This design comes from an exercise in tuning for small area, a short achievable clock period and few clock cycles per item on the open sky130 flow, not from production work.
Power figures rest on the tool's default switching activity, not on a simulated workload.

==> module color_grid_ram, before the edit <==
module color_grid_ram (
    input  logic                clk,
    input  grid_pkg::row_mask_t shift_1,
    input  grid_pkg::row_mask_t shift_2,
    input  logic                init,
    input  logic [grid_pkg::GRID_CELLS-1:0] hit,
    input  piece_pkg::color_t   wr_data,
    input  grid_pkg::cell_idx_t read_addr,
    output piece_pkg::color_t   read_data
);
    localparam int N = grid_pkg::GRID_CELLS;
    localparam int C = grid_pkg::GRID_COLS;
    piece_pkg::color_t mem [N];
    piece_pkg::color_t fill [grid_pkg::GRID_ROWS];
    always_comb begin
        for (int r = 0; r < grid_pkg::GRID_ROWS; r++) begin
            fill[r] = wr_data & {3{!(shift_1[r] | shift_2[r] | init)}};
        end
    end
    always_ff @(posedge clk) begin
        for (int i = 0; i < N; i++) begin
            if (shift_1[i / C] | shift_2[i / C] | init | hit[i]) begin
                mem[i] <= ({3{shift_1[i / C]}} & ((i + C < N) ? mem[(i + C) % N] : 3'd0))
                        | ({3{shift_2[i / C]}} & ((i + 2 * C < N) ? mem[(i + 2 * C) % N] : 3'd0))
                        | fill[i / C];
            end
        end
    end
    localparam int NB = (N + 15) / 16;
    piece_pkg::color_t blk [NB];
    always_comb begin
        for (int b = 0; b < NB; b++) begin
            blk[b] = '0;
            for (int j = 0; j < 16; j++) begin
                if (b * 16 + j < N && read_addr[3:0] == j) blk[b] = mem[(b * 16 + j) % N];
            end
        end
        read_data = '0;
        for (int b = 0; b < NB; b++) begin
            if (read_addr[7:4] == b) read_data = blk[b];
        end
    end
endmodule
==> module tetris_color_grid, before the edit <==
module tetris_color_grid (
    input  logic                   clk,
    input  logic                   rst_n,
    input  logic                   place,
    input  piece_pkg::piece_type_t piece_type,
    input  piece_pkg::rotation_t   rotation,
    input  grid_pkg::cell_idx_t    location,
    input  logic                   clear,
    input  grid_pkg::row_mask_t    full_rows,
    output logic                   busy,
    input  grid_pkg::cell_idx_t    read_addr,
    output piece_pkg::color_t      read_data
);
    localparam int N = grid_pkg::GRID_CELLS;
    logic                   init;
    logic                   do_place;
    grid_pkg::row_mask_t    shift_1;
    grid_pkg::row_mask_t    shift_2;
    logic [12:0]            hi [4];
    logic [15:0]            lo [4];
    logic [N-1:0]           hit;
    piece_pkg::color_t      wr_data;
    piece_cell_decoder decode_i (
        .en         (do_place),
        .piece_type (piece_type),
        .rotation   (rotation),
        .location   (location),
        .hi_0       (hi[0]),
        .hi_1       (hi[1]),
        .hi_2       (hi[2]),
        .hi_3       (hi[3]),
        .lo_0       (lo[0]),
        .lo_1       (lo[1]),
        .lo_2       (lo[2]),
        .lo_3       (lo[3])
    );
    grid_update_fsm execute_i (
        .clk       (clk),
        .rst_n     (rst_n),
        .place     (place),
        .clear     (clear),
        .full_rows (full_rows),
        .busy      (busy),
        .init      (init),
        .do_place  (do_place),
        .shift_1   (shift_1),
        .shift_2   (shift_2)
    );
    always_comb begin
        for (int i = 0; i < N; i++) begin
            hit[i] = 1'b0;
            for (int k = 0; k < 4; k++) begin
                hit[i] = hit[i] | (hi[k][i / 16] & lo[k][i % 16]);
            end
        end
    end
    assign wr_data = piece_type;
    color_grid_ram result_i (
        .clk       (clk),
        .shift_1   (shift_1),
        .shift_2   (shift_2),
        .init      (init),
        .hit       (hit),
        .wr_data   (wr_data),
        .read_addr (read_addr),
        .read_data (read_data)
    );
endmodule
Settings: LEC_CHECK=0, CAP_MARGIN=20, CORE_MARGIN=2, CORE_UTILIZATION=40, SETUP_SLACK_MARGIN=2.5, SLEW_MARGIN=20, SYNTH_HIERARCHICAL=1; clock period 7.0 ns.
run.sh (not shown) runs the stock make flow with config.mk's settings and CLKGATE_MAP_FILE= SYNTH_SCRIPT=/design/flow/synth_recipe.tcl, a recipe that flattens the netlist after the stock synthesis.
The baseline passed the timing, DRC and antenna checks.
Change:
--- a/flow/design.v
+++ b/flow/design.v
@@ -250,37 +250,51 @@
     output piece_pkg::color_t   read_data
 );
     localparam int N = grid_pkg::GRID_CELLS;
     localparam int C = grid_pkg::GRID_COLS;
     piece_pkg::color_t mem [N];
-    piece_pkg::color_t fill [grid_pkg::GRID_ROWS];
-    always_comb begin
-        for (int r = 0; r < grid_pkg::GRID_ROWS; r++) begin
-            fill[r] = wr_data & {3{!(shift_1[r] | shift_2[r] | init)}};
-        end
-    end
     always_ff @(posedge clk) begin
         for (int i = 0; i < N; i++) begin
             if (shift_1[i / C] | shift_2[i / C] | init | hit[i]) begin
                 mem[i] <= ({3{shift_1[i / C]}} & ((i + C < N) ? mem[(i + C) % N] : 3'd0))
                         | ({3{shift_2[i / C]}} & ((i + 2 * C < N) ? mem[(i + 2 * C) % N] : 3'd0))
-                        | fill[i / C];
+                        | wr_data;
             end
         end
     end
+    logic [N-1:0] plane [3];
+    always_comb begin
+        for (int i = 0; i < N; i++) begin
+            for (int k = 0; k < 3; k++) plane[k][i] = mem[i][k];
+        end
+    end
+    for (genvar k = 0; k < 3; k++) begin : g_rd
+        grid_read_bit read_i (
+            .cells     (plane[k]),
+            .read_addr (read_addr),
+            .read_bit  (read_data[k])
+        );
+    end
+endmodule
+module grid_read_bit (
+    input  logic [grid_pkg::GRID_CELLS-1:0] cells,
+    input  grid_pkg::cell_idx_t             read_addr,
+    output logic                            read_bit
+);
+    localparam int N  = grid_pkg::GRID_CELLS;
     localparam int NB = (N + 15) / 16;
-    piece_pkg::color_t blk [NB];
+    logic [NB-1:0] blk;
     always_comb begin
         for (int b = 0; b < NB; b++) begin
-            blk[b] = '0;
+            blk[b] = 1'b0;
             for (int j = 0; j < 16; j++) begin
-                if (b * 16 + j < N && read_addr[3:0] == j) blk[b] = mem[(b * 16 + j) % N];
+                if (b * 16 + j < N && read_addr[3:0] == j) blk[b] = cells[(b * 16 + j) % N];
             end
         end
-        read_data = '0;
+        read_bit = 1'b0;
         for (int b = 0; b < NB; b++) begin
-            if (read_addr[7:4] == b) read_data = blk[b];
+            if (read_addr[7:4] == b) read_bit = blk[b];
         end
     end
 endmodule
 module tetris_color_grid (
     input  logic                   clk,
@@ -336,11 +350,11 @@
             for (int k = 0; k < 4; k++) begin
                 hit[i] = hit[i] | (hi[k][i / 16] & lo[k][i % 16]);
             end
         end
     end
-    assign wr_data = piece_type;
+    assign wr_data = do_place ? piece_type : 3'd0;
     color_grid_ram result_i (
         .clk       (clk),
         .shift_1   (shift_1),
         .shift_2   (shift_2),
         .init      (init),
The changed run finished with timing, DRC and antenna clean.
Power climbs by about 3%.
Non-clock buffer count climbs by 68.
Setup slack gets better by 110 ps.
Combinational power is about the same.
Routed wire length climbs by 15%.
Global-route usage climbs by 5.9 points.
Clock-buffer cell count climbs by 3.
Hold slack is about the same.
Via count climbs by about 11%.
Flip-flop and latch count is unchanged.
No functional check of the RTL was part of any run of this note.

## what the ideal ports hide
How much do the figures lean on ideal ports? The routed layouts below were timed once more, with nothing changed but the port constraints.
Step 1: set_driving_cell puts a clkbuf_16 on clk and a buf_2 on each other input, an assumption about the parent block.
Step 2, shift: input delay + t, output delay - t, t = (earliest + latest rising clock arrival at the registers) / 2. This alone moves slack from input paths to output paths.
Slacks: no drivers / after step 1 / after step 2; pairs: no drivers / after step 1.
run	t, ns	setup WS [ns]	hold WS [ns]	latest minus earliest clock arrival (ns)	pins driven straight from the clock port
the first run	0.738	1.556 / 1.227 / 1.227	0.591 / 0.591 / 0.591	0.060 / 0.061	1
the second run	0.734	1.663 / 1.333 / 1.333	0.588 / 0.588 / 0.588	0.043 / 0.043	1
After both steps every run listed still meets setup and hold. The setup slack of the second run, which loses most, moves by -0.330 ns with the drivers and by -0.330 ns with both steps.
